Context: an optimization exercise on an open-source flow, tuned for small area and a short achievable clock period. The choices shown serve that exercise and are no tape-out recipe. At most, simulation tests tie the RTL to the original design; equivalence was not proved. The RTL of run 6 was laid out without a check of its function. The flow treats the clock pin as an ideal source. Dropping or thinning the clock tree relies on that and would not hold on a real chip. Power and IR drop assume default switching activity.

--- flow/config.mk ---
export PLATFORM = sky130hd
export DESIGN_NAME = spi_acl_responder
export DESIGN_NICKNAME = spi_acl_responder
export VERILOG_FILES = /design/flow/design.v
export SDC_FILE = /design/flow/constraint.sdc
export NUM_CORES = 4
export LEC_CHECK = 0
export ABC_AREA = 1
export ABC_CLOCK_PERIOD_IN_PS = 2200
export CAP_MARGIN = 20
export CORE_MARGIN = 2
export CORE_UTILIZATION = 65
export CTS_BUF_LIST = sky130_fd_sc_hd__clkbuf_16
export CTS_CLUSTER_DIAMETER = 60
export CTS_CLUSTER_SIZE = 30
export PLACE_DENSITY = 0.75
export SETUP_SLACK_MARGIN = 4.0
export SLEW_MARGIN = 20
--- flow/constraint.sdc ---
create_clock -name core_clock -period 6.0 [get_ports {CLK}]
set_input_delay 1.2000 -clock core_clock [delete_from_list [all_inputs] [get_ports {CLK}]]
set_output_delay 1.2000 -clock core_clock [all_outputs]
set_load 0.01 [all_outputs]
--- flow/design.v ---
`timescale 1ns/1ps
module spi_acl_responder #(
  parameter int          ADDR_W  = 6,
  parameter logic [7:0]  DEVID   = 8'hAD,
  parameter int          SYNC_FF = 2
) (
  input  logic              CLK,
  input  logic              RST,
  input  logic              SCLK,
  input  logic              SS,
  input  logic              SDI,
  output logic              SDO,
  input  logic              smp_valid,
  input  logic [7:0]        smp_x,
  input  logic [7:0]        smp_y,
  input  logic [7:0]        smp_z,
  output logic [7:0]        pwr_ctl,
  output logic              wr_stb,
  output logic [ADDR_W-1:0] wr_addr,
  output logic [7:0]        wr_data,
  output logic              frame_done,
  output logic              cmd_err
);
  localparam logic [7:0] CMD_WR = 8'h0A;
  localparam logic [7:0] CMD_RD = 8'h0B;
  localparam logic [5:0] A_DEV  = 6'h00;
  localparam logic [5:0] A_X    = 6'h08;
  localparam logic [5:0] A_Y    = 6'h09;
  localparam logic [5:0] A_Z    = 6'h0A;
  localparam logic [5:0] A_PWR  = 6'h2D;
  typedef enum logic [2:0] {
    S_IDLE, S_CMD, S_ADDR, S_WDATA, S_RDATA, S_IGNORE
  } state_t;
  state_t state, state_next;
  logic [1:0] sclk_sync, ss_sync, sdi_sync;
  logic sclk_s, ss_s, sdi_s, sclk_d, ss_d;
  logic rise, fall, rise_nx, ss_rise, ss_fall, active;
  logic [2:0] bit_cnt;
  logic [7:0] sr, rx_next, rx_pre, tx_next;
  logic [5:0] addr, addr_inc;
  logic       addr_bad, is_rd, got_byte, read_only;
  logic       bd_pre, byte_done, c_wr, c_rd, wr_en, tx_load, tx_shift, rx_shift, to_rdata;
  logic       sdo_q;
  logic [7:0] pwr_q, smp_xq, smp_yq, smp_zq;
  logic       smp_ok;
  logic [5:0] pre_addr;
  logic       pre_bad, f_dev, f_smp, f_y, f_z, f_c0, f_c1;
  logic [7:0] ld_val, smp_sel;
  logic [2:0] rot8;
  logic       clr;
  logic [4:0] pa;
  logic       pa_ab, pa_r1;
  logic [7:0] tail [8];
  logic [7:0] ins, ins_hit;
  logic       stb_d;
  logic [5:0] ins_addr;
  logic [7:0] ins_data;
  logic [7:0] tail_sel;
  logic [2:0] cap_sel;
  logic       cap0, cap1;
  logic [7:0] cand0, cand1;
  assign sclk_s  = sclk_sync[1];
  assign ss_s    = ss_sync[1];
  assign sdi_s   = sdi_sync[1];
  assign rise    = sclk_s & ~sclk_d;
  assign fall    = ~sclk_s & sclk_d;
  assign rise_nx = sclk_sync[0] & ~sclk_s;
  assign ss_rise = ss_s & ~ss_d;
  assign ss_fall = ~ss_s & ss_d;
  assign active    = (state != S_IDLE) && !ss_s;
  assign rx_next   = {sr[6:0], sdi_s};
  assign rx_pre    = {sr[6:0], sdi_s};
  assign read_only = (addr == A_DEV) || (addr == A_X) || (addr == A_Y) || (addr == A_Z);
  assign addr_inc  = addr + 6'd1;
  assign bd_pre    = !RST && rise_nx && active && (bit_cnt == 3'd7);
  assign pwr_ctl = pwr_q;
  assign SDO     = sdo_q;
  always_ff @(posedge CLK) begin
    sclk_sync <= {sclk_sync[0], SCLK};
    sdi_sync  <= {sdi_sync[0], SDI};
    sclk_d    <= sclk_s;
    if (RST) begin
      ss_sync <= '0;
      ss_d    <= 1'b0;
    end else begin
      ss_sync <= {ss_sync[0], SS};
      ss_d    <= ss_s;
    end
  end
  always_ff @(posedge CLK) begin
    byte_done <= bd_pre;
    c_wr      <= rx_pre == CMD_WR;
    c_rd      <= rx_pre == CMD_RD;
    wr_en     <= bd_pre && state == S_WDATA && !addr_bad && !read_only;
  end
  always_ff @(posedge CLK) begin
    if (RST) state <= S_IDLE;
    else     state <= state_next;
  end
  always_comb begin
    state_next = state;
    if (ss_s) begin
      state_next = S_IDLE;
    end else begin
      case (state)
        S_IDLE:  if (ss_fall) state_next = S_CMD;
        S_CMD:   if (byte_done) state_next = (c_wr || c_rd) ? S_ADDR : S_IGNORE;
        S_ADDR:  if (byte_done) state_next = is_rd ? S_RDATA : S_WDATA;
        default: state_next = state;
      endcase
    end
  end
  always_comb begin
    if (state == S_ADDR) begin
      pre_addr = rx_pre[5:0];
      pre_bad  = rx_pre[7:6] != 2'b00;
    end else begin
      pre_addr = addr_inc;
      pre_bad  = addr_bad;
    end
  end
  always_ff @(posedge CLK) begin
    f_dev <= !pre_bad && pre_addr == A_DEV;
    f_smp <= !pre_bad && (pre_addr == A_X || pre_addr == A_Y || pre_addr == A_Z);
    f_y   <= pre_addr[0];
    f_z   <= pre_addr[1];
    f_c0  <= !pre_bad && !pre_addr[0] && pre_addr != A_DEV && pre_addr != A_X && pre_addr != A_Z;
    f_c1  <= !pre_bad && pre_addr[0] && pre_addr != A_Y;
  end
  assign smp_sel = f_z ? smp_zq : f_y ? smp_yq : smp_xq;
  assign ld_val  = ({8{f_dev}} & DEVID) | ({8{f_smp && smp_ok}} & smp_sel) |
                   ({8{f_c0}} & cand0) | ({8{f_c1}} & cand1);
  assign to_rdata = (state == S_ADDR && is_rd) || state == S_RDATA;
  assign tx_load  = byte_done && to_rdata;
  assign tx_shift = active && state == S_RDATA && fall && bit_cnt != 3'd0;
  assign rx_shift = active && state != S_RDATA && rise;
  assign tx_next  = tx_load ? ld_val : tx_shift ? {sr[6:0], 1'b0} : rx_shift ? rx_next : sr;
  always_ff @(posedge CLK) begin
    sr <= tx_next;
    if (!active) begin
      bit_cnt  <= '0;
      got_byte <= 1'b0;
    end else begin
      if (rise) bit_cnt <= bit_cnt + 3'd1;
      if (byte_done) got_byte <= 1'b1;
      if (byte_done && state == S_CMD) is_rd <= c_rd;
      if (byte_done && state == S_ADDR) begin
        addr     <= rx_next[5:0];
        addr_bad <= rx_next[7:6] != 2'b00;
      end else if (byte_done && (state == S_WDATA || state == S_RDATA)) begin
        addr     <= addr_inc;
      end
    end
  end
  always_ff @(posedge CLK) begin
    if (RST) sdo_q <= 1'b0;
    else     sdo_q <= to_rdata && !ss_s && !ss_sync[0] && (state == S_RDATA || byte_done) && tx_next[7];
  end
  always_ff @(posedge CLK) begin
    if (RST) pwr_q <= 8'h00;
    else if (wr_en && addr == A_PWR) pwr_q <= rx_next;
    if (smp_valid) begin
      smp_xq <= smp_x;
      smp_yq <= smp_y;
      smp_zq <= smp_z;
    end
    if (RST) smp_ok <= 1'b0;
    else if (smp_valid) smp_ok <= 1'b1;
  end
  always_ff @(posedge CLK) begin
    if (RST) begin
      rot8 <= 3'd0;
      clr  <= 1'b1;
    end else begin
      rot8 <= rot8 + 3'd1;
      if (rot8 == 3'd7) clr <= 1'b0;
    end
  end
  function automatic int rlen(input int r);
    rlen = (r == 1) ? 4 : 8;
  endfunction
  always_ff @(posedge CLK) begin
    ins_addr <= wr_addr;
    stb_d    <= wr_en;
    if (RST) ins_data <= 8'h00;
    else     ins_data <= wr_data;
    for (int r = 0; r < 8; r++) ins[r] <= clr || (ins_hit[r] && !stb_d);
  end
  assign ins_hit[0] = (ins_addr[5:3] == 3'd0 && ins_addr[2:0] == rot8) || (ins_addr == 6'h0B && rot8 == 3'd0);
  assign ins_hit[1] = ins_addr[5:2] == 4'b0011 && ins_addr[1:0] == rot8[1:0];
  for (genvar r = 2; r < 8; r++) begin : g_ins
    assign ins_hit[r] = ins_addr[5:3] == 3'(r) && ins_addr[2:0] == rot8;
  end
  for (genvar r = 0; r < 8; r++) begin : g_ring
    localparam int L = rlen(r);
    logic [8*L-1:0] q;
    assign tail[r] = q[8*L-1:8*L-8];
    always_ff @(posedge CLK) q <= {q[7:0], ins[r] ? ins_data : q[8*L-1:8*L-8], q[8*L-9:8]};
  end
  always_comb begin
    if (state == S_ADDR) pa = (bit_cnt == 3'd7) ? sr[4:0] : {sr[3:0], sdi_s};
    else                 pa = addr_inc[5:1];
  end
  assign pa_ab = pa == 5'b00101;
  assign pa_r1 = pa[4:2] == 3'd1 && pa[1];
  always_ff @(posedge CLK) begin
    cap_sel <= pa_ab ? 3'd0 : pa[4:2];
    cap0    <= pa_r1 ? rot8[1:0] == {pa[0], 1'b0} : rot8 == {pa[1:0], 1'b0};
    cap1    <= pa_r1 ? rot8[1:0] == {pa[0], 1'b1} : pa_ab ? rot8 == 3'd0 : rot8 == {pa[1:0], 1'b1};
  end
  assign tail_sel = tail[cap_sel];
  always_ff @(posedge CLK) begin
    if (cap0) cand0 <= tail_sel;
    if (cap1) cand1 <= tail_sel;
  end
  always_ff @(posedge CLK) begin
    if (RST) begin
      wr_stb     <= 1'b0;
      wr_addr    <= '0;
      wr_data    <= '0;
      frame_done <= 1'b0;
      cmd_err    <= 1'b0;
    end else begin
      wr_stb     <= wr_en;
      frame_done <= ss_rise && got_byte;
      if (wr_en) begin
        wr_addr <= addr;
        wr_data <= rx_next;
      end
      if (byte_done && state == S_CMD && !c_wr && !c_rd)
        cmd_err <= 1'b1;
    end
  end
endmodule
--- flow/flow/run.sh ---
#!/bin/bash
set -euo pipefail
export BUFFER_PORTS_ARGS="-buffer_cell sky130_fd_sc_hd__buf_2"
export CTS_ARGS="-sink_clustering_enable -repair_clock_nets -sink_clustering_size 30 -sink_clustering_max_diameter 60 -buf_list sky130_fd_sc_hd__clkbuf_16 -dont_use_dummy_load"
export POST_CTS_TCL="$PWD/flow/quad_clk.tcl"
bash standard.sh > standard.log 2>&1
--- flow/flow/quad_clk.tcl ---
# Rebuild the top of the clock tree that CTS made (root buffer -> first-level buffers -> leaf
# buffers): the leaf buffers are split into four groups by location (halves in x, then halves
# in y), and each group is driven by one clock buffer that takes the clock straight from the CLK
# port (4 cells, the port's fanout limit). Every register's clock path loses one buffer stage
# alike; the leaf buffers and everything below them are kept as CTS made them. The four group
# drivers are clkbuf_16.
proc quad_clock_tree {} {
  set block [ord::get_db_block]
  set clknet [$block findNet CLK]
  set rits {}
  foreach it [$clknet getITerms] { if {[$it isInputSignal]} { lappend rits $it } }
  if {[llength $rits] != 1} { puts "quad: [llength $rits] root pins, left alone"; return }
  set root [[lindex $rits 0] getInst]
  set rootnet [[$root findITerm X] getNet]
  set mids {}
  foreach it [$rootnet getITerms] { if {[$it isInputSignal]} { lappend mids [$it getInst] } }
  set leaves {}
  foreach mid $mids {
    set mnet [[$mid findITerm X] getNet]
    foreach it [$mnet getITerms] {
      if {![$it isInputSignal]} { continue }
      if {![string match "*clkbuf*" [[[$it getInst] getMaster] getName]]} {
        puts "quad: first level drives a non-buffer, left alone"; return
      }
      set box [[$it getInst] getBBox]
      lappend leaves [list $it [expr {([$box xMin] + [$box xMax]) / 2}] [expr {([$box yMin] + [$box yMax]) / 2}]]
    }
  }
  if {[llength $leaves] < 8} { puts "quad: only [llength $leaves] leaf buffers, left alone"; return }
  # Split by x, then each half by y.
  set byx [lsort -integer -index 1 $leaves]
  set h [expr {[llength $byx] / 2}]
  set groups {}
  foreach half [list [lrange $byx 0 [expr {$h - 1}]] [lrange $byx $h end]] {
    set byy [lsort -integer -index 2 $half]
    set q [expr {[llength $byy] / 2}]
    lappend groups [lrange $byy 0 [expr {$q - 1}]] [lrange $byy $q end]
  }
  # Drivers and nets: reuse the root and first-level buffers and their nets, make the rest.
  set master [[ord::get_db] findMaster sky130_fd_sc_hd__clkbuf_16]
  set drivers [concat [list $root] $mids]
  foreach d $drivers { if {[$d getMaster] ne $master} { $d swapMaster $master } }
  set nets {}
  foreach d $drivers { lappend nets [[$d findITerm X] getNet] }
  set k 0
  while {[llength $drivers] < 4} {
    lappend drivers [odb::dbInst_create $block $master "clkbuf_quad_$k"]
    set n [odb::dbNet_create $block "clknet_quad_$k"]
    $n setSigType CLOCK
    lappend nets $n
    incr k
  }
  # Disconnect the old top of the tree.
  foreach d $drivers {
    foreach pin {A X} {
      set it [$d findITerm $pin]
      if {[$it getNet] ne "NULL" && [$it getNet] ne ""} { $it disconnect }
    }
  }
  foreach l $leaves { [lindex $l 0] disconnect }
  # Connect and place each group's driver at its leaves' centroid.
  for {set g 0} {$g < 4} {incr g} {
    set d [lindex $drivers $g]
    set n [lindex $nets $g]
    [$d findITerm A] connect $clknet
    [$d findITerm X] connect $n
    set sx 0; set sy 0
    foreach l [lindex $groups $g] {
      [lindex $l 0] connect $n
      incr sx [lindex $l 1]; incr sy [lindex $l 2]
    }
    set cnt [llength [lindex $groups $g]]
    $d setLocation [expr {$sx / $cnt}] [expr {$sy / $cnt}]
    $d setPlacementStatus PLACED
  }
  global_connect
  detailed_placement
  puts "quad: CLK drives 4 clock buffers, over [llength $leaves] leaf buffers in groups of [join [lmap g $groups {llength $g}] {, }]"
}
quad_clock_tree
--- flow/standard.sh ---
#!/bin/bash
# synth_recipe.tcl (not shown) runs the flow's synth.tcl, then flattens the netlist and writes it again
# the make line also repeats each setting of config.mk as NAME=value (left out here)
make -C /OpenROAD-flow-scripts/flow DESIGN_CONFIG=/design/flow/config.mk WORK_HOME=/design/flow/orfs CLKGATE_MAP_FILE= SYNTH_SCRIPT=/design/flow/synth_recipe.tcl "${@:-finish}"
==> notes.md, run 1 <==
- Syn avg cell area: 12.6 um2
- Filler Cell Count: 1609
- Final WL: 28100 um
- Worst setup endpoint: wr_addr[3]
- Max Slew Vio Count: 0
- Reg2reg end: cand1[0]$_DFFE_PP_
- Power Dens Cells: 371 nW/um2
- Final core utilization: 0.730
- Setup slack, reg-to-reg: 4.11 ns
- Stages on the worst setup path: 1
- Area contributors post-synth: dfxtp_1 (69%), edfxtp_1 (10%), o21ai_0 (3.3%)
- Worst endpoint required time: 4.80 ns
- Sw Ratio: 0.208
- Critical Path AT: 0.81 ns
- Proportion of layout cells with a drive suffix above 1: 0.122
- Synth warn: 2
- Total gr overflow: 0
- Hold slack: 0.291 ns
- Vias/cell: 5.08
- Fin crit share: 0.335
- Layout Skew: 0.0870 ns
- Drt first-iter violations: 640
- Vias in the first global route: 8311
- Top Ports: 56
- Worst Setup SP: wr_addr[3]$_SDFFE_PP0P_
- # DRC: 0
- Startpoint types: flop
- Die area: 26400 um2
- Leak pwr: 7.01 nW
- First-pass GRT wire length: 44400 um
- Critical-path cell list: buf_6
- EDFF count, synth: 55
- Yosys cell types: 49
- Final Wtd Congestion: 0.860
- Register area share after synthesis: 0.795
- Top cell type's share of synthesized area: 0.693
- Final hold vios: 0
- Yosys reg bits: 620
- TritonCTS clock tree: yes
- Initial Util: 0.667
- Min cycle time layout: 2.01 ns
- Top_reg_cell synth: dfxtp_1
- Storage cell area: 13000 um2
- Layout area overhead: 9.51%
- Antenna Cells: 0
- Int Pwr: 5.24 mW
- Dominant cell type by area after synthesis: dfxtp_1
- Worst min-delay path category: reg -> reg
- CTS sink count: 620
- Initial antenna violation count: 0
- Wl on met1: 13000 um
- Worst IR Drop VDD: 0.233 mV
- Rows: 57
- Worst reg-to-reg path cell count: 5
- Place WS: 3.57 ns
- Clock latency (worst-skew pair): 0.37 ns
- CP delay by family, top: flip-flops
- Die Y: 162 um
- Net Count, Synth: 1335
- Number of max-cap violations: 0
- Max incr delay on CP: 0.37 ns
- Combinational fraction of design power: 0.042
- Cell area after synthesis: 16300 um2
- Pin count of the biggest net entering global routing: 31
- Vias: 8536
- Worst Setup Path Type: reg -> out
- Critical R2R Launch: cap_sel[0]$_SDFF_PN0_
- Final worst setup slack: 3.99 ns
- RSZ-0062 raised after global routing: yes
- Setup_tns: 0 ns
- Die width: 162 um
- Final setup vio count: 0
- Power share of the clock group: 0.310
- Slew margin rel.: 0.593
- All-Layer GR Usage: 0.222
- Post-Syn Instances: 1295
- Fraction of registers with async set or reset after synthesis: 0
- Worst-path clk slew: 0.10 ns
- Port bufs: 55
- Post-DP HPWL: 18500 um
- Worst path bufs/invs: 1
- WL met3: 1070 um
- Final instance area: 17900 um2
- Antenna Violating Nets Remaining: 0
- Core area: 24500 um2
- First-pass DRT Iterations: 5
- CP endpoint kind: output pin
- Worst Tran Pin Value: 0.595 ns
- DP Area: 16800 um2
- CP max-delay cell: dfxtp_4
- Drt wl/cell: 16.8 um
- Seq pwr share: 0.648
- Top routing layer used: met4
- CP Max Fanout: 3
- DR WL met2: 13300 um
- Fmax: 497 MHz
- Run status: complete, no violations
- Total net switching power: 1.38 mW
- Footprint of the multi-input gates: 2680 um2
- Nets: 1397
==> synth_stat cells (2+ instances only) <==
master,instances
buf_1,3
inv_1,133
o31ai_1,3
a21oi_1,50
o211ai_1,9
edfxtp_1,55
xor2_1,3
a31oi_1,9
dfxtp_1,565
buf_4,2
nand4_1,6
nand3_2,2
clkbuf_1,20
buf_2,5
nand2_2,10
nand3_1,32
o21ai_0,106
a41oi_1,6
nand2_4,4
nor2_1,57
mux2_2,8
o22ai_1,24
and3_1,2
nand3b_1,2
nor2_2,3
o21ai_2,4
ha_1,10
nand2_1,134
nor3_1,3
inv_2,5
buf_6,2
==> cells by family (layout without fill, tap and decap cells) <==
group / count (synthesis) / after routing / share of synthesized area
xor gates and xnor gates: 4 / 4 / 0.00215
and+or+nand+nor: 261 / 261 / 0.0716
adders and majority gates: 10 / 10 / 0.00767
DFF: 620 / 620 / 0.795
AOI/OAI and AO/OA: 219 / 219 / 0.0757
buffers and inverters: 172 / 232 / 0.0422
muxes: 9 / 9 / 0.00614
==> layout by cell type, fill, tap and decap left out, types with 7 or more instances in the layout <==
cell type | netlist | layout
a21oi_1 | 50 | 50
a31oi_1 | 9 | 9
buf_2 | 5 | 30
buf_4 | 2 | 7
buf_6 | 2 | 24
clkbuf_16 | 0 | 31
dfxtp_1 | 565 | 540
dfxtp_2 | 0 | 24
edfxtp_1 | 55 | 55
ha_1 | 10 | 10
inv_1 | 133 | 132
mux2_2 | 8 | 8
nand2_1 | 134 | 133
nand2_2 | 10 | 11
nand3_1 | 32 | 31
nor2_1 | 57 | 56
o211ai_1 | 9 | 9
o21ai_0 | 106 | 106
o22ai_1 | 24 | 24
==> metrics by stage <==
| step | power, mW | instances |
|---|---|---|
| after global routing | 6.85 | 1679 |
| after global placement | 4.65 | 1641 |
| after floorplan | 4.58 | 1295 |
| final | 6.62 | 1679 |
| after detailed placement | 4.65 | 1641 |
==> power groups by stage <==
stage          Sequential, mW  Clock (mW)  Combinational [mW]
2_1_floorplan            4.36           0               0.223
3_3_place_gp             4.38           0               0.266
3_5_place_dp             4.38           0               0.272
5_1_grt                  4.30        2.24               0.312
6_report                 4.29        2.05               0.277
==> cell type report, without the clock buffers <==
cell class              count  share of cell area
plain buffers               1             0.00140
multi-input cells         503               0.150
flip-flops and latches    620               0.727
well taps                 324              0.0227
repair buffers             62              0.0269
inverters                 139              0.0296
==> worst min path at each step <==
| stage | start | end | slack [ns] | depth (start not counted) |
|---|---|---|---|---|
| after global placement | g_ring[7].q[37]$_DFF_P_ | g_ring[7].q[29]$_DFF_P_ | 0.31 | 0 |
| final | g_ring[0].q[31]$_DFF_P_ | g_ring[0].q[23]$_DFF_P_ | 0.29 | 0 |
| after floorplan | g_ring[0].q[8]$_DFF_P_ | g_ring[0].q[0]$_DFF_P_ | 0.31 | 0 |
| after detailed placement | g_ring[0].q[11]$_DFF_P_ | g_ring[0].q[3]$_DFF_P_ | 0.31 | 0 |
| after global routing | g_ring[0].q[47]$_DFF_P_ | g_ring[0].q[39]$_DFF_P_ | 0.30 | 0 |
==> sequential cells by signal (all words and copies together) (netlist names), 3 cells and up <==
signal    cells
addr          6
bit_cnt       3
cand0         8
cand1         8
cap_sel       3
g_ring.q    480
ins           8
ins_addr      6
ins_data      8
pwr_q         8
rot8          3
smp_xq        8
smp_yq        8
smp_zq        8
sr            8
state         3
wr_addr       6
wr_data       8
==> per-layer routing <==
metal,global-route usage,vias to the layer above
li1,-,4277
met1,0.295,4000
met2,0.372,201
met3,0.0420,58
met4,0.0712,0
met5,0,-
==> run 2, diff against run 1 <==
==> flow/flow/run.sh (replaced) <==
#!/bin/bash
set -euo pipefail
export BUFFER_PORTS_ARGS="-buffer_cell sky130_fd_sc_hd__buf_2"
export CTS_ARGS="-sink_clustering_enable -repair_clock_nets -sink_clustering_size 18 -sink_clustering_max_diameter 40 -buf_list sky130_fd_sc_hd__clkbuf_8 -root_buf sky130_fd_sc_hd__clkbuf_16 -dont_use_dummy_load"
export POST_CTS_TCL="$PWD/flow/quad_clk.tcl"
bash standard.sh > standard.log 2>&1
--- a/flow/config.mk
+++ b/flow/config.mk
@@ -10,9 +10,9 @@
 export CAP_MARGIN = 20
 export CORE_MARGIN = 2
 export CORE_UTILIZATION = 65
-export CTS_BUF_LIST = sky130_fd_sc_hd__clkbuf_16
-export CTS_CLUSTER_DIAMETER = 60
-export CTS_CLUSTER_SIZE = 30
+export CTS_BUF_LIST = sky130_fd_sc_hd__clkbuf_8
+export CTS_CLUSTER_DIAMETER = 40
+export CTS_CLUSTER_SIZE = 18
 export PLACE_DENSITY = 0.75
 export SETUP_SLACK_MARGIN = 4.0
 export SLEW_MARGIN = 20
==> run 2 against run 1 <==
- still clean
- cell count grew 1.4%
- sequential share of layout area about the same
- global-route usage about the same
- utilization about the same
- largest power group unchanged
- highest routed layer unchanged
==> notes.md, run 2 <==
- Register area share after synthesis: 0.795 (unchanged)
- Initial Util: 0.667 (unchanged)
- Final WL: 27800 um (-1.2%)
- Worst endpoint required time: 4.80 ns (about the same)
- Filler Cell Count: 1610 (+0.062%)
- Die width: 162 um (unchanged)
- Drt wl/cell: 16.3 um (-2.5%)
- Critical-path cell list: buf_6
- Yosys cell types: 49 (unchanged)
- Nets: 1421 (+1.7%)
- EDFF count, synth: 55 (unchanged)
- Fmax: 489 MHz (-1.7%)
- Worst-path clk slew: 0.10 ns (about the same)
- Largest Register: g_ring.q
- Layout Skew: 0.0505 ns (-0.0365 ns)
- Top Ports: 56 (unchanged)
- Synth cell count leaders: dfxtp_1 (565), nand2_1 (134), inv_1 (133)
- Proportion of layout cells with a drive suffix above 1: 0.134 (+0.0124)
- Most common cell after layout, fill and taps aside: dfxtp_1
- Run status: complete, no violations
- Slew margin rel.: 0.547 (-0.0467)
- Min cycle time layout: 2.05 ns (+0.0340 ns)
- Drt first-iter violations: 778 (+22%)
- Post-Synth XOR/XNOR Area: 0.00215 (unchanged)
- CP max-delay cell: dfxtp_4
- Fraction of registers with async set or reset after synthesis: 0 (unchanged)
- Layout area overhead: 9.46% (about the same)
- All-Layer GR Usage: 0.222 (+0.000292)
- CP delay by family, top: flip-flops
- # DRC: 0 (unchanged)
- Post-DP HPWL: 18500 um (unchanged)
- Stages on the worst setup path: 1 (unchanged)
- Adder-cell share of the synthesized area: 0.00767 (unchanged)
- Critical Path AT: 0.85 ns (+0.04 ns)
- Startpoint types: flop
- Number of max-cap violations: 0 (unchanged)
- Compound-Gate Fraction of Synth Area: 0.0757 (unchanged)
- Initial antenna violation count: 0 (unchanged)
- Worst Setup Path Type: reg -> out
- Port bufs: 55 (unchanged)
- Dominant cell type by area after synthesis: dfxtp_1
- Final Non-Filler Cells: 1703 (+1.4%)
- Cell area after synthesis: 16300 um2 (unchanged)
- Vias: 8664 (+1.5%)
- Synth Area in Simple Gates: 0.0716 (unchanged)
- Max incr delay on CP: 0.37 ns (about the same)
- Final hold vios: 0 (unchanged)
- Most frequent cell after synthesis: dfxtp_1
- Power Dens Cells: 363 nW/um2 (-2.1%)
- Die Y: 162 um (unchanged)
- Final worst setup slack: 3.95 ns (-0.0340 ns)
- First-pass GRT wire length: 44500 um (+0.30%)
- Net Count, Synth: 1335 (unchanged)
- Top cell type's share of synthesized area: 0.693 (unchanged)
- Syn avg cell area: 12.6 um2 (unchanged)
- RSZ-0062 raised after global routing: yes
- Antenna Violating Nets Remaining: 0 (unchanged)
- Final Wtd Congestion: 0.860 (unchanged)
- Antenna Cells: 0 (unchanged)
- CTS sink count: 620 (unchanged)
- Footprint of the multi-input gates: 2670 um2 (-0.19%)
- Area contributors post-synth: dfxtp_1 (69%), edfxtp_1 (10%), o21ai_0 (3.3%)
- Vias/cell: 5.09 (about the same)
- Worst reg-to-reg path cell count: 3 (-2)
- Setup_tns: 0 ns (unchanged)
- Core area: 24500 um2 (unchanged)
- Top_reg_cell synth: dfxtp_1
- Final setup vio count: 0 (unchanged)
- Synth warn: 2 (unchanged)
- First-pass DRT Iterations: 9 (+4)
- Pin count of the biggest net entering global routing: 26 (-16%)
- Total power: 6.48 mW (-2.1%)
- Die area: 26400 um2 (unchanged)
- Hold slack: 0.302 ns (+0.0109 ns)
- Rows: 57 (unchanged)
- Leak pwr: 7.04 nW (+0.39%)
- CP endpoint kind: output pin
- Fin crit share: 0.341 (+0.00566)
- Mux cell area share after synthesis: 0.00614 (unchanged)
- Total gr overflow: 0 (unchanged)
- Worst Tran Pin Value: 0.679 ns (+0.0845 ns)
- Place WS: 3.57 ns (unchanged)
- Hold Path Cell Cnt: 0 (unchanged)
- Most frequent cells in the layout: dfxtp_1 (542), nand2_1 (134), inv_1 (132)
- Max reg flops: 480 (unchanged)
- Max Slew Vio Count: 0 (unchanged)
- Worst min-delay path category: reg -> reg
- Largest family of logic cells by synthesized area: compound AO/OA/AOI/OAI gates
- Worst IR Drop VDD: 0.202 mV (-13%)
- Post-Syn Instances: 1295 (unchanged)
- Clock latency (worst-skew pair): 0.35 ns (-0.02 ns)
- Yosys reg bits: 620 (unchanged)
- Storage cell area: 13000 um2 (about the same)
- Worst path bufs/invs: 1 (unchanged)
- CP Max Fanout: 3 (unchanged)
- Vias in the first global route: 8411 (+1.2%)
- Placed Instances: 1641 (unchanged)
==> run 2: cell counts after synthesis <==
No cell type changed its count.
==> run 2: routing by layer <==
layer  share of wire  vias up  track usage
met2            0.47      217        0.363
met1            0.46     4055        0.298
met5               0        -            0
li1                -     4325            -
met3           0.044       67       0.0377
met4           0.030        0       0.0917
==> run 2: cells by family after synthesis <==
| kind of cell | count (synthesis) |
|---|---|
| DFF | 620 |
| and+or+nand+nor | 261 |
| AOI/OAI and AO/OA | 219 |
| buffers and inverters | 172 |
| adders and majority gates | 10 |
| muxes | 9 |
| xor gates and xnor gates | 4 |
==> run 2: area by class of cell, without the clock buffers <==
type                    count  share of cell area
multi-input cells         503               0.150
inverters                 139              0.0296
flip-flops and latches    620               0.728
repair buffers             68              0.0301
well taps                 324              0.0227
==> run 2: path summary, 6_finish.rpt <==
| kind | start | endpoint | slack (ns) |
|---|---|---|---|
| min reg2reg | g_ring[0].q[37]$_DFF_P_ | g_ring[0].q[29]$_DFF_P_ | 0.30 |
| max reg2reg | cap_sel[1]$_SDFF_PN0_ | cand1[2]$_DFFE_PP_ | 4.11 |
| max | wr_addr[3]$_SDFFE_PP0P_ | wr_addr[3] | 3.95 |
| min | g_ring[0].q[37]$_DFF_P_ | g_ring[0].q[29]$_DFF_P_ | 0.30 |
==> run 2: stage by stage <==
stage / instance area [um2] / utilization
finish: 17900 / 0.730
global route: 17900 / 0.730
detailed placement: 16800 / 0.688
global placement: 16800 / 0.688
floorplan: 16300 / -
==> run 2: where the power goes <==
| group | total [mW] | internal, mW | switching [mW] |
|---|---|---|---|
| clock network | 1.91 | 0.795 | 1.12 |
| logic | 0.279 | 0.0850 | 0.194 |
| registers | 4.29 | 4.23 | 0.0556 |
==> run 3, diff against run 2 <==
--- a/flow/design.v
+++ b/flow/design.v
@@ -46,16 +46,16 @@
   logic [5:0] pre_addr;
   logic       pre_bad, f_dev, f_smp, f_y, f_z, f_c0, f_c1;
   logic [7:0] ld_val, smp_sel;
-  logic [2:0] rot8;
+  logic [3:0] rot;
   logic       clr;
   logic [4:0] pa;
-  logic       pa_ab, pa_r1;
-  logic [7:0] tail [8];
-  logic [7:0] ins, ins_hit;
+  logic       pa_ab, pa_rb, pa_16;
+  logic [7:0] tap [8];
+  logic [4:0] ins, ins_hit;
   logic       stb_d;
   logic [5:0] ins_addr;
   logic [7:0] ins_data;
-  logic [7:0] tail_sel;
+  logic [7:0] tap_sel;
   logic [2:0] cap_sel;
   logic       cap0, cap1;
   logic [7:0] cand0, cand1;
@@ -169,49 +169,60 @@
   end
   always_ff @(posedge CLK) begin
     if (RST) begin
-      rot8 <= 3'd0;
-      clr  <= 1'b1;
-    end else begin
-      rot8 <= rot8 + 3'd1;
-      if (rot8 == 3'd7) clr <= 1'b0;
-    end
-  end
-  function automatic int rlen(input int r);
-    rlen = (r == 1) ? 4 : 8;
-  endfunction
+      rot <= 4'd0;
+      clr <= 1'b1;
+    end else begin
+      rot <= rot + 4'd1;
+      if (rot == 4'd15) clr <= 1'b0;
+    end
+  end
   always_ff @(posedge CLK) begin
     ins_addr <= wr_addr;
     stb_d    <= wr_en;
     if (RST) ins_data <= 8'h00;
     else     ins_data <= wr_data;
-    for (int r = 0; r < 8; r++) ins[r] <= clr || (ins_hit[r] && !stb_d);
-  end
-  assign ins_hit[0] = (ins_addr[5:3] == 3'd0 && ins_addr[2:0] == rot8) || (ins_addr == 6'h0B && rot8 == 3'd0);
-  assign ins_hit[1] = ins_addr[5:2] == 4'b0011 && ins_addr[1:0] == rot8[1:0];
-  for (genvar r = 2; r < 8; r++) begin : g_ins
-    assign ins_hit[r] = ins_addr[5:3] == 3'(r) && ins_addr[2:0] == rot8;
-  end
-  for (genvar r = 0; r < 8; r++) begin : g_ring
-    localparam int L = rlen(r);
-    logic [8*L-1:0] q;
-    assign tail[r] = q[8*L-1:8*L-8];
-    always_ff @(posedge CLK) q <= {q[7:0], ins[r] ? ins_data : q[8*L-1:8*L-8], q[8*L-9:8]};
-  end
+    for (int r = 0; r < 5; r++) ins[r] <= clr || (ins_hit[r] && !stb_d);
+  end
+  assign ins_hit[0] = (ins_addr[5:3] == 3'd0 && ins_addr[2:0] == rot[2:0]) ||
+                      (ins_addr == 6'h0B && rot[2:0] == 3'd0);
+  assign ins_hit[1] = ins_addr[5:2] == 4'b0011 && ins_addr[1:0] == rot[1:0];
+  for (genvar k = 1; k < 4; k++) begin : g_ins
+    assign ins_hit[k+1] = ins_addr[5:4] == 2'(k) && ins_addr[3:0] == rot;
+  end
+  logic [63:0] ring_a;
+  logic [31:0] ring_b;
+  logic [127:0] ring_1, ring_2, ring_3;
+  always_ff @(posedge CLK) begin
+    ring_a <= {ring_a[7:0], ins[0] ? ins_data : ring_a[63:56], ring_a[55:8]};
+    ring_b <= {ring_b[7:0], ins[1] ? ins_data : ring_b[31:24], ring_b[23:8]};
+    ring_1 <= {ring_1[7:0], ins[2] ? ins_data : ring_1[127:120], ring_1[119:8]};
+    ring_2 <= {ring_2[7:0], ins[3] ? ins_data : ring_2[127:120], ring_2[119:8]};
+    ring_3 <= {ring_3[7:0], ins[4] ? ins_data : ring_3[127:120], ring_3[119:8]};
+  end
+  assign tap[0] = ring_a[63:56];
+  assign tap[1] = ring_b[31:24];
+  assign tap[2] = ring_1[127:120];
+  assign tap[3] = ring_1[63:56];
+  assign tap[4] = ring_2[127:120];
+  assign tap[5] = ring_2[63:56];
+  assign tap[6] = ring_3[127:120];
+  assign tap[7] = ring_3[63:56];
   always_comb begin
     if (state == S_ADDR) pa = (bit_cnt == 3'd7) ? sr[4:0] : {sr[3:0], sdi_s};
     else                 pa = addr_inc[5:1];
   end
   assign pa_ab = pa == 5'b00101;
-  assign pa_r1 = pa[4:2] == 3'd1 && pa[1];
-  always_ff @(posedge CLK) begin
-    cap_sel <= pa_ab ? 3'd0 : pa[4:2];
-    cap0    <= pa_r1 ? rot8[1:0] == {pa[0], 1'b0} : rot8 == {pa[1:0], 1'b0};
-    cap1    <= pa_r1 ? rot8[1:0] == {pa[0], 1'b1} : pa_ab ? rot8 == 3'd0 : rot8 == {pa[1:0], 1'b1};
-  end
-  assign tail_sel = tail[cap_sel];
-  always_ff @(posedge CLK) begin
-    if (cap0) cand0 <= tail_sel;
-    if (cap1) cand1 <= tail_sel;
+  assign pa_rb = pa[4:2] == 3'd1 && pa[1];
+  assign pa_16 = pa[4:3] != 2'd0;
+  always_ff @(posedge CLK) begin
+    cap_sel <= pa_16 ? {pa[4:3], pa[2] ^ rot[3]} : {2'd0, pa_rb};
+    cap0    <= pa_rb ? rot[1:0] == {pa[0], 1'b0} : rot[2:0] == {pa[1:0], 1'b0};
+    cap1    <= pa_rb ? rot[1:0] == {pa[0], 1'b1} : pa_ab ? rot[2:0] == 3'd0 : rot[2:0] == {pa[1:0], 1'b1};
+  end
+  assign tap_sel = tap[cap_sel];
+  always_ff @(posedge CLK) begin
+    if (cap0) cand0 <= tap_sel;
+    if (cap1) cand1 <= tap_sel;
   end
   always_ff @(posedge CLK) begin
     if (RST) begin
==> flow/flow/run.sh (replaced) <==
#!/bin/bash
set -euo pipefail
export BUFFER_PORTS_ARGS="-buffer_cell sky130_fd_sc_hd__buf_2"
export CTS_ARGS="-sink_clustering_enable -repair_clock_nets -sink_clustering_size 30 -sink_clustering_max_diameter 60 -buf_list sky130_fd_sc_hd__clkbuf_16 -dont_use_dummy_load"
export POST_CTS_TCL="$PWD/flow/quad_clk.tcl"
bash standard.sh > standard.log 2>&1
--- a/flow/config.mk
+++ b/flow/config.mk
@@ -10,9 +10,9 @@
 export CAP_MARGIN = 20
 export CORE_MARGIN = 2
 export CORE_UTILIZATION = 65
-export CTS_BUF_LIST = sky130_fd_sc_hd__clkbuf_8
-export CTS_CLUSTER_DIAMETER = 40
-export CTS_CLUSTER_SIZE = 18
+export CTS_BUF_LIST = sky130_fd_sc_hd__clkbuf_16
+export CTS_CLUSTER_DIAMETER = 60
+export CTS_CLUSTER_SIZE = 30
 export PLACE_DENSITY = 0.75
-export SETUP_SLACK_MARGIN = 4.0
+export SETUP_SLACK_MARGIN = 3.9
 export SLEW_MARGIN = 20
==> run 3 against run 2 <==
- combinational power is 5% lower
- routed wire length is 5.7% lower
- flip-flop and latch count is 2 lower
- largest cell class unchanged
- critical path type unchanged
- via count is 5.3% lower
- setup slack better by 0.018 ns
- synthesized cell count is 4.3% lower
- die area is 2.3% lower
- sequential power hardly changed
==> notes.md, run 3 <==
- Layout Skew: 0.0495 ns (-0.00102 ns)
- TritonCTS clock tree: yes
- Place WS: 3.44 ns (-0.129 ns)
- All-Layer GR Usage: 0.211 (-0.0110)
- Die area: 25800 um2 (-2.3%)
- Critical-path cell list: buf_6
- Nets: 1353 (-4.8%)
- Pin count of the biggest net entering global routing: 31 (+19%)
- Yosys reg bits: 618 (-0.32%)
- Synth cell count leaders: dfxtp_1 (563), nand2_1 (132), inv_1 (126)
- Area contributors post-synth: dfxtp_1 (71%), edfxtp_1 (10%), nand2_1 (3.1%)
- Max incr delay on CP: 0.37 ns (about the same)
- First-pass DRT Iterations: 5 (-4)
- Dominant cell type by area after synthesis: dfxtp_1
- Critical R2R Launch: cap_sel[0]$_DFF_P_
- First-pass GRT wire length: 41600 um (-6.5%)
- Vias/cell: 5.02 (-1.4%)
- Post-Syn Instances: 1239 (-4.3%)
- Top Ports: 56 (unchanged)
- Final instance area: 17500 um2 (-1.9%)
- Syn avg cell area: 12.9 um2 (+2.0%)
- Worst path bufs/invs: 1 (unchanged)
- Vias in the first global route: 8123 (-3.4%)
- Die Y: 161 um (-1.2%)
- RSZ-0062 raised after global routing: no
- Port bufs: 55 (unchanged)
- Met2 Resource Use GR: 0.356 (-0.00667)
- Core area: 24200 um2 (-1.2%)
- Run status: complete, no violations
- Setup slack, reg-to-reg: 4.03 ns (-0.08 ns)
- Layout area overhead: 10.0%
- Net Count, Synth: 1278 (-4.3%)
- Vias: 8206 (-5.3%)
- Register area share after synthesis: 0.811 (+0.0168)
- # DRC: 0 (unchanged)
- Leak pwr: 6.92 nW (-1.7%)
- Fmax: 493 MHz (+0.89%)
- Setup_tns: 0 ns (unchanged)
- Clock latency (worst-skew pair): 0.36 ns (about the same)
- Most common cell after layout, fill and taps aside: dfxtp_1
- Antenna Cells: 0 (unchanged)
- Worst-path clk slew: 0.10 ns (about the same)
- Worst Tran Pin Value: 1.05 ns (+0.369 ns)
- Yosys cell types: 42 (-14%)
- CP delay by family, top: flip-flops
- Final core utilization: 0.725 (-0.00536)
- CP endpoint kind: output pin
- Final hold vios: 0 (unchanged)
- Worst Setup SP: pwr_q[4]$_SDFFE_PP0P_
- Die width: 161 um (-1.2%)
- Reg2reg end: cand0[4]$_DFFE_PP_
- Power Dens Cells: 372 nW/um2 (+2.6%)
- CTS sink count: 618 (-0.32%)
- Initial antenna violation count: 0 (unchanged)
- Critical Path AT: 0.83 ns (-0.02 ns)
- Max Slew Vio Count: 0 (unchanged)
- Synth warn: 2 (unchanged)
- Hold Path Cell Cnt: 0 (unchanged)
- Initial Util: 0.659 (-0.00817)
- Most frequent cell after synthesis: dfxtp_1
- Number of max-cap violations: 0 (unchanged)
- Proportion of layout cells with a drive suffix above 1: 0.111 (-0.0229)
- DP Area: 16500 um2 (-1.9%)
- Biggest regs: ring_1 (128), ring_2 (128), ring_3 (128)
- Worst min-delay path category: reg -> reg
- HP Start: ring_1[55]$_DFF_P_
- M3 GR Usage: 0.0424 (+0.00467)
- CP Max Fanout: 2 (-1)
- Startpoint types: flop
- Slew margin rel.: 0.296 (-0.251)
- Total gr overflow: 0 (unchanged)
- Gr busiest metal: met2
- Cell area after synthesis: 15900 um2 (-2.4%)
- Most frequent cells in the layout: dfxtp_1 (538), nand2_1 (132), inv_1 (125)
- Min cycle time layout: 2.03 ns (-0.0181 ns)
- Top_reg_cell synth: dfxtp_1
- Top cell type's share of synthesized area: 0.708 (+0.0144)
- Fraction of registers with async set or reset after synthesis: 0 (unchanged)
- Post-DP HPWL: 17700 um (-4.3%)
- CP max-delay cell: dfxtp_2
- Antenna Violating Nets Remaining: 0 (unchanged)
- Worst Setup Path Type: reg -> out
- Met1 Use GR: 0.276 (-0.0223)
- Worst IR Drop VDD: 0.279 mV (+38%)
- Final setup vio count: 0 (unchanged)
- Worst reg-to-reg path cell count: 6 (+3)
- Fin crit share: 0.338 (-0.00301)
- Drt wl/cell: 16.0 um (-1.8%)
- EDFF count, synth: 55 (unchanged)
- Hold endpoint: ring_1[47]$_DFF_P_
- Final WL: 26200 um (-5.7%)
- Final worst setup slack: 3.97 ns (+0.0181 ns)
- Total power: 6.52 mW (+0.69%)
- Filler Cell Count: 1611 (+0.062%)
- Final Wtd Congestion: 0.875 (+1.8%)
- Drt first-iter violations: 543 (-30%)
- Worst endpoint required time: 4.80 ns (about the same)
- Rows: 57 (unchanged)
run 3: changes by cell type after synthesis, sizes merged, moves of 4 or more:
cell,change
a31oi,-7
o22ai,-6
nor3,+4
o21ai,-22
buf,-6
nor2,+17
nand2,-11
nand3,-6
clkbuf,-8
inv,-10
a221oi,+6
run 3: final cells by class, without the clock buffers:
| cell class | count | area, um2 | area share |
|---|---|---|---|
| timing repair buffer | 62 | 478 | 0.0273 |
| tap | 324 | 405 | 0.0231 |
| sequential | 618 | 13000 | 0.740 |
| inverter | 130 | 492 | 0.0281 |
| multi-input combinational | 472 | 2440 | 0.139 |
| buffer | 1 | 25.0 | 0.00143 |
run 3: logic make-up after synthesis:
kind of cell | share of synthesized area
flops | 0.811
mux | 0.00487
compound gates | 0.0691
buf+inv | 0.0362
simple gates | 0.0696
xor+xnor | 0.00165
fa+ha+maj | 0.00707
run 3: per-layer routing:
| layer | vias to the layer above | share of wire |
|---|---|---|
| li1 | 4125 | - |
| met1 | 3834 | 0.46 |
| met2 | 198 | 0.48 |
| met3 | 49 | 0.043 |
| met4 | 0 | 0.026 |
| met5 | - | 0 |
run 3: power by group:
part	internal, mW	total (mW)	switching, mW
combinational	0.0693	0.265	0.196
clock	0.899	1.99	1.10
sequential	4.21	4.27	0.0556
total	5.18	6.52	1.35
run 3: worst max-delay path by stage:
stage / to / depth (start not counted)
finish: pwr_ctl[4] / 1
global route: wr_en$_DFF_P_ / 7
detailed placement: sdo_q$_SDFF_PP0_ / 6
global placement: sdo_q$_SDFF_PP0_ / 6
floorplan: wr_data[6]$_SDFFE_PP0P_ / 5
run 3: metrics by stage:
| step | hold WS, ns | instances |
|---|---|---|
| 2_1_floorplan | 0.310 | 1239 |
| 3_3_place_gp | 0.310 | 1599 |
| 3_5_place_dp | 0.312 | 1599 |
| 6_report | 0.290 | 1636 |
| 5_1_grt | 0.287 | 1636 |
==> run 4, diff against run 3 <==
--- a/flow/config.mk
+++ b/flow/config.mk
@@ -14,5 +14,5 @@
 export CTS_CLUSTER_DIAMETER = 60
 export CTS_CLUSTER_SIZE = 30
 export PLACE_DENSITY = 0.75
-export SETUP_SLACK_MARGIN = 3.9
+export SETUP_SLACK_MARGIN = 4.0
 export SLEW_MARGIN = 20
==> run 4 against run 3 <==
- clock power is 2% higher
- still clean
- sequential power about the same
- utilization grew 0.37 points
- highest routed layer unchanged
==> notes.md, run 4 <==
- First-pass DRT Iterations: 5 (unchanged)
- Die width: 161 um (unchanged)
- Antenna Violating Nets Remaining: 0 (unchanged)
- Worst Setup Path Type: reg -> out
- CP delay by family, top: flip-flops
- Most common cell after layout, fill and taps aside: dfxtp_1
- RSZ-0062 raised after global routing: yes
- Net Count, Synth: 1278 (unchanged)
- CP Max Fanout: 2 (unchanged)
- First-pass GRT wire length: 41900 um (+0.65%)
- HP Start: ring_1[111]$_DFF_P_
- Most frequent cells in the layout: dfxtp_1 (536), nand2_1 (132), inv_1 (125)
- Pin count of the biggest net entering global routing: 31 (unchanged)
- Proportion of layout cells with a drive suffix above 1: 0.119 (+0.00726)
- CTS sink count: 618 (unchanged)
- Initial antenna violation count: 0 (unchanged)
- Antenna Cells: 0 (unchanged)
- Critical R2R Launch: cap_sel[2]$_SDFF_PN0_
- Yosys reg bits: 618 (unchanged)
- Yosys cell types: 42 (unchanged)
- Syn avg cell area: 12.9 um2 (unchanged)
- Rows: 57 (unchanged)
- All-Layer GR Usage: 0.211 (-0.000664)
- # DRC: 0 (unchanged)
- EDFF count, synth: 55 (unchanged)
- Final hold vios: 0 (unchanged)
- Leak pwr: 6.95 nW (+0.44%)
- Final Wtd Congestion: 0.889 (+1.6%)
- Hold slack: 0.281 ns (-0.00842 ns)
- Vias: 8295 (+1.1%)
- Post-Syn Instances: 1239 (unchanged)
- Fmax: 495 MHz (+0.44%)
- Vias/cell: 5.06 (+0.84%)
- Total power: 6.57 mW (+0.64%)
- Min cycle time layout: 2.02 ns (-0.00881 ns)
- Final setup vio count: 0 (unchanged)
- Worst endpoint required time: 4.80 ns (about the same)
- Critical-path cell list: buf_6
- Area contributors post-synth: dfxtp_1 (71%), edfxtp_1 (10%), nand2_1 (3.1%)
- Drt wl/cell: 15.9 um (-0.83%)
- Max incr delay on CP: 0.37 ns (about the same)
- Worst min-delay path category: reg -> reg
- Post-DP HPWL: 17400 um (-1.7%)
- Fraction of registers with async set or reset after synthesis: 0 (unchanged)
- Biggest regs: ring_1 (128), ring_2 (128), ring_3 (128)
- Startpoint types: flop
- Worst Setup SP: wr_data[5]$_SDFFE_PP0P_
- Final WL: 26100 um (-0.59%)
- CP max-delay cell: dfxtp_4
- Layout area overhead: 10.6%
- Slew margin rel.: 0.564 (+0.268)
- Number of max-cap violations: 0 (unchanged)
- Run status: complete, no violations
- Fin crit share: 0.337 (-0.00147)
- Initial Util: 0.659 (unchanged)
- Clock latency (worst-skew pair): 0.35 ns (about the same)
- Cell area after synthesis: 15900 um2 (unchanged)
- Filler Cell Count: 1586 (-1.6%)
- Vias in the first global route: 8104 (-0.23%)
- TritonCTS clock tree: yes
- Top_reg_cell synth: dfxtp_1
- Synth warn: 2 (unchanged)
- Worst IR Drop VDD: 0.256 mV (-8.3%)
- Worst path bufs/invs: 1 (unchanged)
- Port bufs: 55 (unchanged)
- Drt first-iter violations: 490 (-9.8%)
- Die Y: 161 um (unchanged)
- Core area: 24200 um2 (unchanged)
- Dominant cell type by area after synthesis: dfxtp_1
- Top Ports: 56 (unchanged)
- Worst Tran Pin Value: 0.653 ns (-0.395 ns)
- Register area share after synthesis: 0.811 (unchanged)
- Synth cell count leaders: dfxtp_1 (563), nand2_1 (132), inv_1 (126)
- Setup slack, reg-to-reg: 4.12 ns (+0.09 ns)
- Worst-path clk slew: 0.10 ns (about the same)
- Max Slew Vio Count: 0 (unchanged)
- Power Dens Cells: 373 nW/um2 (+0.13%)
- Critical Path AT: 0.82 ns (about the same)
- Top cell type's share of synthesized area: 0.708 (unchanged)
- Setup_tns: 0 ns (unchanged)
- Most frequent cell after synthesis: dfxtp_1
- Nets: 1357 (+0.30%)
- Layout Skew: 0.0427 ns (-0.00679 ns)
- Total gr overflow: 0 (unchanged)
- CP endpoint kind: output pin
- Die area: 25800 um2 (unchanged)
run 4: worst register-to-register path, cell delays in order (launching register included):
cell      delay [ns]
dfxtp_1         0.45
nand3_1         0.46
o22ai_1         0.48
nor2_1          0.12
o211ai_1        0.18
run 4: worst paths after layout:
kind / cells past startpoint / end
worst max register to register: 4 / cand0[3]$_DFFE_PP_
worst max-delay path: 1 / wr_data[5]
worst min register to register: 0 / ring_1[103]$_DFF_P_
worst min-delay path: 0 / ring_1[103]$_DFF_P_
run 4: metrics by stage:
step                      setup slack, ns  utilization  area, um2  instances
final                                3.98        0.728      17600       1640
after global placement               3.50        0.683      16500       1599
after detailed placement             3.49        0.683      16500       1599
after floorplan                      4.00            -      15900       1239
after global routing                 3.95        0.728      17600       1640
run 4: kinds of logic after synthesis:
kind of cell	Yosys count	synth area share
adders and majority gates	9	0.00707
muxes	7	0.00487
DFF	618	0.811
xor gates and xnor gates	3	0.00165
AOI/OAI and AO/OA	192	0.0691
and+or+nand+nor	261	0.0696
buffers and inverters	149	0.0362
run 4: per-layer routing:
| layer | up-vias | share of wire | track usage |
|---|---|---|---|
| li1 | 4136 | - | - |
| met1 | 3920 | 0.47 | 0.290 |
| met5 | - | 0 | 0 |
| met2 | 199 | 0.46 | 0.343 |
| met3 | 40 | 0.045 | 0.0475 |
| met4 | 0 | 0.018 | 0.0541 |
run 4: final cells by class, without the clock buffers:
type	instances	area, um2	share of cell area
Timing Repair Buffer	65	519	0.0295
Inverter	130	492	0.0279
Multi-Input combinational cell	472	2450	0.139
Sequential cell	618	13000	0.736
Buffer	1	25.0	0.00142
Tap cell	324	405	0.0230
run 4: where the power goes:
group	total, mW	internal (mW)	switching [mW]
registers	4.27	4.21	0.0567
logic	0.269	0.0712	0.198
clock network	2.03	0.928	1.10
total	6.57	5.21	1.36
==> run 5, diff against run 4 <==
--- a/flow/config.mk
+++ b/flow/config.mk
@@ -9,10 +9,10 @@
 export ABC_CLOCK_PERIOD_IN_PS = 2200
 export CAP_MARGIN = 20
 export CORE_MARGIN = 2
-export CORE_UTILIZATION = 65
+export CORE_UTILIZATION = 58
 export CTS_BUF_LIST = sky130_fd_sc_hd__clkbuf_16
 export CTS_CLUSTER_DIAMETER = 60
 export CTS_CLUSTER_SIZE = 30
-export PLACE_DENSITY = 0.75
+export PLACE_DENSITY = 0.7
 export SETUP_SLACK_MARGIN = 4.0
 export SLEW_MARGIN = 20
==> run 5 against run 4 <==
- clock power about the same
- first-iteration DRC count increased by 22%
- via count decreased by 0.93%
- still clean on timing, DRC and antenna
- total power decreased by 0.21%
- utilization decreased by 7.5 points
- routed wire length increased by 0.33%
- worst hold slack about the same
==> notes.md, run 5 <==
- Worst IR Drop VDD: 0.249 mV (-2.8%)
- Run status: complete, no violations
- Final setup vio count: 0 (unchanged)
- Slew margin rel.: 0.497 (-0.0668)
- Top cell type's share of synthesized area: 0.708 (unchanged)
- EDFF count, synth: 55 (unchanged)
- Compound-Gate Fraction of Synth Area: 0.0691 (unchanged)
- Yosys reg bits: 618 (unchanged)
- Synth warn: 2 (unchanged)
- Worst min-delay path category: reg -> reg
- Setup_tns: 0 ns (unchanged)
- Initial antenna violation count: 0 (unchanged)
- CP Max Fanout: 2 (unchanged)
- Total net switching power: 1.37 mW (+0.97%)
- Largest family of logic cells by synthesized area: simple AND/OR/NAND/NOR gates
- Final hold vios: 0 (unchanged)
- Initial Util: 0.591 (-0.0678)
- Area contributors post-synth: dfxtp_1 (71%), edfxtp_1 (10%), nand2_1 (3.1%)
- Pin count of the biggest net entering global routing: 31 (unchanged)
- Proportion of layout cells with a drive suffix above 1: 0.118 (-0.000581)
- Post-DP HPWL: 17300 um (-0.70%)
- Fraction of registers with async set or reset after synthesis: 0 (unchanged)
- Critical-path cell list: buf_6
- Antenna Violating Nets Remaining: 0 (unchanged)
- CP max-delay cell: dfxtp_2
- Layout area overhead: 10.5% (about the same)
- Worst Tran Pin Value: 0.735 ns (+0.0821 ns)
- Stages on the worst setup path: 1 (unchanged)
- Place WS: 3.51 ns (+0.0193 ns)
- Syn avg cell area: 12.9 um2 (unchanged)
- Top Ports: 56 (unchanged)
- Worst Setup Path Type: reg -> out
- Max Slew Vio Count: 0 (unchanged)
- # DRC: 0 (unchanged)
- Total gr overflow: 0 (unchanged)
- Worst reg-to-reg path cell count: 5 (+1)
- Int Pwr: 5.18 mW (-0.52%)
- CP endpoint kind: output pin
- Drt wl/cell: 15.8 um (-0.58%)
- Worst endpoint required time: 4.80 ns (about the same)
- Post-Synth XOR/XNOR Area: 0.00165 (unchanged)
- Min cycle time layout: 2.03 ns (+0.0144 ns)
- Register area share after synthesis: 0.811 (unchanged)
- Power share of the clock group: 0.307 (-0.002)
- Power Dens Cells: 372 nW/um2 (-0.14%)
- Worst-path clk slew: 0.10 ns (about the same)
- Filler Cell Count: 1987 (+25%)
- Combinational fraction of design power: 0.041 (about the same)
- Total power: 6.55 mW (-0.21%)
- Rows: 60 (+5.3%)
- First-pass DRT Iterations: 5 (unchanged)
- Most frequent cells in the layout: dfxtp_1 (536), nand2_1 (132), inv_1 (125)
- Synth Area in Simple Gates: 0.0696 (unchanged)
- Most frequent cell after synthesis: dfxtp_1
- Post-Syn Instances: 1239 (unchanged)
- Layout Skew: 0.0470 ns (+0.00431 ns)
- RSZ-0062 raised after global routing: yes
- Hold Path Cell Cnt: 0 (unchanged)
- Fin crit share: 0.339 (+0.00239)
- Startpoint types: flop
- Drt first-iter violations: 600 (+22%)
- Dominant cell type by area after synthesis: dfxtp_1
- Core area: 27000 um2 (+11%)
- Placed Instances: 1616 (+1.1%)
- Die Y: 170 um (+5.7%)
- Critical Path AT: 0.83 ns (about the same)
- Antenna Cells: 0 (unchanged)
- All-Layer GR Usage: 0.188 (-0.0221)
- Leak pwr: 6.93 nW (-0.28%)
- Top_reg_cell synth: dfxtp_1
- Final Non-Filler Cells: 1655 (+0.91%)
- Fmax: 492 MHz (-0.71%)
- Die width: 170 um (+5.7%)
- Final WL: 26200 um (+0.33%)
- Vias: 8218 (-0.93%)
- Seq pwr share: 0.652 (+0.002)
- Sw Ratio: 0.209 (+0.00244)
- Worst path bufs/invs: 1 (unchanged)
- CP delay by family, top: flip-flops
- First-pass GRT wire length: 41600 um (-0.69%)
- Final Wtd Congestion: 0.809 (-8.9%)
- Hold slack: 0.282 ns (+0.000357 ns)
- Vias in the first global route: 7889 (-2.7%)
- TritonCTS clock tree: yes
- Most common cell after layout, fill and taps aside: dfxtp_1
- Mux cell area share after synthesis: 0.00487 (unchanged)
- CTS sink count: 618 (unchanged)
- Adder-cell share of the synthesized area: 0.00707 (unchanged)
- Port bufs: 55 (unchanged)
- Nets: 1355 (-0.15%)
- Max incr delay on CP: 0.37 ns (about the same)
- Biggest regs: ring_1 (128), ring_2 (128), ring_3 (128)
- Cell area after synthesis: 15900 um2 (unchanged)
- Die area: 28800 um2 (+12%)
- Number of max-cap violations: 0 (unchanged)
- Vias/cell: 4.97 (-1.8%)
- Final worst setup slack: 3.97 ns (-0.0144 ns)
- Synth cell count leaders: dfxtp_1 (563), nand2_1 (132), inv_1 (126)
- Yosys cell types: 42 (unchanged)
- Net Count, Synth: 1278 (unchanged)
- Clock latency (worst-skew pair): 0.36 ns (about the same)
==> run 5: worst paths after layout <==
check                                from  slack [ns]                 end
setup / recovery  wr_data[2]$_SDFFE_PP0P_        3.97          wr_data[2]
hold / removal         ring_3[14]$_DFF_P_        0.28   ring_3[6]$_DFF_P_
setup reg to reg    cap_sel[1]$_SDFF_PN0_        4.06  cand1[5]$_DFFE_PP_
hold reg to reg        ring_3[14]$_DFF_P_        0.28   ring_3[6]$_DFF_P_
==> run 5: per-layer routing <==
| layer | share of wire | track usage |
|---|---|---|
| met5 | 0 | 0 |
| met1 | 0.48 | 0.265 |
| met4 | 0.025 | 0.0691 |
| met3 | 0.043 | 0.0343 |
| met2 | 0.46 | 0.296 |
==> run 5: cells by family after synthesis <==
| logic type | count (synthesis) |
|---|---|
| compound gates | 192 |
| xor+xnor | 3 |
| fa+ha+maj | 9 |
| buf+inv | 149 |
| flops | 618 |
| mux | 7 |
| simple gates | 261 |
==> run 5: worst register-to-register path, stage by stage (launching register included) <==
cell and delay, ns:
dfxtp_1 0.44, inv_1 0.13, nand3_1 0.42, o22ai_1 0.20, nor2_1 0.26, o211ai_1 0.19
==> run 5: area by class of cell, without the clock buffers <==
class	count	area, um2	area share
flip-flops and latches	618	13000	0.737
multi-input cells	472	2460	0.140
repair buffers	64	508	0.0289
inverters	130	492	0.0279
well taps	341	427	0.0242
plain buffers	1	25.0	0.00142
==> run 5: power by group through the flow <==
stage | Clock (mW) | Combinational, mW | Sequential [mW]
5_1_grt | 2.20 | 0.305 | 4.28
6_report | 2.01 | 0.271 | 4.27
3_3_place_gp | 0 | 0.257 | 4.36
2_1_floorplan | 0 | 0.190 | 4.34
3_5_place_dp | 0 | 0.263 | 4.36
==> run 5: stage by stage <==
| stage | utilization | area, um2 |
|---|---|---|
| 2_1_floorplan | - | 15900 |
| 3_3_place_gp | 0.614 | 16500 |
| 3_5_place_dp | 0.614 | 16500 |
| 5_1_grt | 0.653 | 17600 |
| 6_report | 0.653 | 17600 |
==> run 6, diff against run 5 <==
--- a/flow/design.v
+++ b/flow/design.v
@@ -34,12 +34,12 @@
   state_t state, state_next;
   logic [1:0] sclk_sync, ss_sync, sdi_sync;
   logic sclk_s, ss_s, sdi_s, sclk_d, ss_d;
-  logic rise, fall, rise_nx, ss_rise, ss_fall, active;
+  logic rise, fall, ss_rise, ss_fall, active;
   logic [2:0] bit_cnt;
   logic [7:0] sr, rx_next, rx_pre, tx_next;
   logic [5:0] addr, addr_inc;
   logic       addr_bad, is_rd, got_byte, read_only;
-  logic       bd_pre, byte_done, c_wr, c_rd, wr_en, tx_load, tx_shift, rx_shift, to_rdata;
+  logic       byte_done, c_wr, c_rd, wr_ok_q, wr_en, tx_load, tx_shift, rx_shift, to_rdata;
   logic       sdo_q;
   logic [7:0] pwr_q, smp_xq, smp_yq, smp_zq;
   logic       smp_ok;
@@ -64,7 +64,6 @@
   assign sdi_s   = sdi_sync[1];
   assign rise    = sclk_s & ~sclk_d;
   assign fall    = ~sclk_s & sclk_d;
-  assign rise_nx = sclk_sync[0] & ~sclk_s;
   assign ss_rise = ss_s & ~ss_d;
   assign ss_fall = ~ss_s & ss_d;
   assign active    = (state != S_IDLE) && !ss_s;
@@ -72,9 +71,9 @@
   assign rx_pre    = {sr[6:0], sdi_s};
   assign read_only = (addr == A_DEV) || (addr == A_X) || (addr == A_Y) || (addr == A_Z);
   assign addr_inc  = addr + 6'd1;
-  assign bd_pre    = !RST && rise_nx && active && (bit_cnt == 3'd7);
+  assign byte_done = active && rise && (bit_cnt == 3'd7);
   assign pwr_ctl = pwr_q;
-  assign SDO     = sdo_q;
+  assign SDO     = sdo_q && !ss_s;
   always_ff @(posedge CLK) begin
     sclk_sync <= {sclk_sync[0], SCLK};
     sdi_sync  <= {sdi_sync[0], SDI};
@@ -88,11 +87,11 @@
     end
   end
   always_ff @(posedge CLK) begin
-    byte_done <= bd_pre;
-    c_wr      <= rx_pre == CMD_WR;
-    c_rd      <= rx_pre == CMD_RD;
-    wr_en     <= bd_pre && state == S_WDATA && !addr_bad && !read_only;
-  end
+    c_wr    <= rx_pre == CMD_WR;
+    c_rd    <= rx_pre == CMD_RD;
+    wr_ok_q <= state == S_WDATA && !addr_bad && !read_only;
+  end
+  assign wr_en = byte_done && wr_ok_q;
   always_ff @(posedge CLK) begin
     if (RST) state <= S_IDLE;
     else     state <= state_next;
@@ -154,7 +153,7 @@
   end
   always_ff @(posedge CLK) begin
     if (RST) sdo_q <= 1'b0;
-    else     sdo_q <= to_rdata && !ss_s && !ss_sync[0] && (state == S_RDATA || byte_done) && tx_next[7];
+    else     sdo_q <= to_rdata && !ss_s && (state == S_RDATA || byte_done) && tx_next[7];
   end
   always_ff @(posedge CLK) begin
     if (RST) pwr_q <= 8'h00;
--- a/flow/config.mk
+++ b/flow/config.mk
@@ -9,10 +9,10 @@
 export ABC_CLOCK_PERIOD_IN_PS = 2200
 export CAP_MARGIN = 20
 export CORE_MARGIN = 2
-export CORE_UTILIZATION = 58
+export CORE_UTILIZATION = 65
 export CTS_BUF_LIST = sky130_fd_sc_hd__clkbuf_16
 export CTS_CLUSTER_DIAMETER = 60
 export CTS_CLUSTER_SIZE = 30
-export PLACE_DENSITY = 0.7
+export PLACE_DENSITY = 0.75
 export SETUP_SLACK_MARGIN = 4.0
 export SLEW_MARGIN = 20
==> run 6 against run 5 <==
- clock power is essentially flat
- fmax fell by 4.8%
- utilization up 7.8 points
- largest cell class unchanged
- total power down 4.0%
- clock skew grew 0.0099 ns
- final area grew 0.69%
- flip-flop and latch count is 1 lower
- cell count up 0.30%
- sequential power shrank 2%
- routed wire length is 6.8% higher
- synthesized cell count is 1.4% higher
- worst hold slack better by 0.015 ns
==> notes.md, run 6 <==
- Yosys reg bits: 617 (-0.16%)
- Register area share after synthesis: 0.805 (-0.00669)
- Initial Util: 0.661 (+0.0703)
- Die area: 25900 um2 (-9.9%)
- Layout Skew: 0.0569 ns (+0.00987 ns)
- Leak pwr: 6.95 nW (+0.27%)
- Top cell type's share of synthesized area: 0.702 (-0.00600)
- Run status: complete, no violations
- Layout area overhead: 10.5% (about the same)
- Nets: 1377 (+1.6%)
- TritonCTS clock tree: yes
- Most frequent cells in the layout: dfxtp_1 (535), nand2_1 (139), inv_1 (132)
- Placed Instances: 1618 (+0.12%)
- RSZ-0062 raised after global routing: yes
- Place WS: 3.65 ns (+0.147 ns)
- All-Layer GR Usage: 0.222 (+0.0334)
- EDFF count, synth: 55 (unchanged)
- Final WL: 28000 um (+6.8%)
- Most frequent cell after synthesis: dfxtp_1
- CP Max Fanout: 4 (+2)
- Top_reg_cell synth: dfxtp_1
- Top Ports: 56 (unchanged)
- Die Y: 161 um (-5.1%)
- Vias: 8484 (+3.2%)
- Fraction of registers with async set or reset after synthesis: 0 (unchanged)
- Net Count, Synth: 1295 (+1.3%)
- Biggest regs: ring_1 (128), ring_2 (128), ring_3 (128)
- Final hold vios: 0 (unchanged)
- Worst min-delay path category: reg -> reg
- Power Dens Cells: 355 nW/um2 (-4.6%)
- Synth warn: 2 (unchanged)
- Final Wtd Congestion: 0.881 (+8.9%)
- Post-Syn Instances: 1256 (+1.4%)
- Drt first-iter violations: 689 (+15%)
- Cell area after synthesis: 16000 um2 (+0.68%)
- Post-DP HPWL: 18700 um (+7.7%)
- Proportion of layout cells with a drive suffix above 1: 0.125 (+0.00704)
- Slew margin rel.: 0.570 (+0.0723)
- Rows: 57 (-5.0%)
- Startpoint types: flop
- Critical Path AT: 0.94 ns (+0.11 ns)
- Synth cell count leaders: dfxtp_1 (562), nand2_1 (140), inv_1 (133)
- Setup_tns: 0 ns (unchanged)
- Antenna Cells: 0 (unchanged)
- Vias in the first global route: 8353 (+5.9%)
- Syn avg cell area: 12.8 um2 (-0.69%)
- Worst Setup Path Type: reg -> out
- Max Slew Vio Count: 0 (unchanged)
- Core area: 24200 um2 (-10%)
- DP Area: 16600 um2 (+0.56%)
- Final instance area: 17700 um2 (+0.69%)
- Antenna Violating Nets Remaining: 0 (unchanged)
- Yosys cell types: 42 (unchanged)
- Drt wl/cell: 16.8 um (+6.5%)
- Die width: 161 um (-5.1%)
- Pin count of the biggest net entering global routing: 31 (unchanged)
- Final setup vio count: 0 (unchanged)
- Clock latency (worst-skew pair): 0.36 ns (about the same)
- Worst Tran Pin Value: 0.645 ns (-0.0904 ns)
- Filler Cell Count: 1623 (-18%)
- First-pass DRT Iterations: 5 (unchanged)
- Worst-path clk slew: 0.10 ns (about the same)
- CP endpoint kind: output pin
- Vias/cell: 5.11 (+2.9%)
- Most common cell after layout, fill and taps aside: dfxtp_1
- First-pass GRT wire length: 43700 um (+5.0%)
- Number of max-cap violations: 0 (unchanged)
- Dominant cell type by area after synthesis: dfxtp_1
- Final core utilization: 0.731 (+0.0778)
- Total gr overflow: 0 (unchanged)
- Fmax: 468 MHz (-4.8%)
run 6: final cells by class, without the clock buffers:
class / count / area, um2 / share of cell area
repair buffers: 66 / 517 / 0.0292
plain buffers: 1 / 25.0 / 0.00141
well taps: 324 / 405 / 0.0229
multi-input cells: 484 / 2570 / 0.145
flip-flops and latches: 617 / 12900 / 0.731
inverters: 139 / 523 / 0.0295
run 6: path summary, 6_finish.rpt:
kind	start	end	slack, ns	depth (start not counted)
setup / recovery	ss_sync[1]$_SDFF_PP0_	SDO	3.86	2
hold / removal	ring_2[11]$_DFF_P_	ring_2[3]$_DFF_P_	0.30	0
setup reg to reg	state[1]$_SDFFE_PP0P_	sr[4]$_DFFE_PP_	4.17	7
hold reg to reg	ring_2[11]$_DFF_P_	ring_2[3]$_DFF_P_	0.30	0
run 6: cell families (layout without fill, tap and decap cells):
kind of cell | Yosys count | in the layout | share of synthesized area
flops | 617 | 617 | 0.805
compound gates | 184 | 184 | 0.0669
fa+ha+maj | 9 | 9 | 0.00702
mux | 10 | 10 | 0.00648
xor+xnor | 3 | 3 | 0.00164
buf+inv | 156 | 235 | 0.0378
simple gates | 277 | 278 | 0.0755
run 6: critical path: stages (launching register included):
cell	delay, ns
dfxtp_4	0.37
nor2_4	0.12
buf_6	0.11
run 6: per-layer routing:
layer | wire (um) | GRT usage | part of all wire
met1 | 12400 | 0.294 | 0.44
met5 | 0 | 0 | 0
met3 | 1450 | 0.0462 | 0.052
met4 | 923 | 0.0832 | 0.033
met2 | 13200 | 0.365 | 0.47
run 6: through the flow:
stage | hold slack [ns] | power [mW]
after floorplan | 0.310 | 4.34
after global placement | 0.310 | 4.36
after detailed placement | 0.312 | 4.37
after global routing | 0.306 | 6.49
final | 0.296 | 6.29
run 6: where the power goes:
group	internal [mW]	switching [mW]	total, mW	leakage, nW
clock	0.900	1.12	2.02	0.370
sequential	4.18	0.0161	4.19	5.07
combinational	0.0290	0.0520	0.0810	1.51
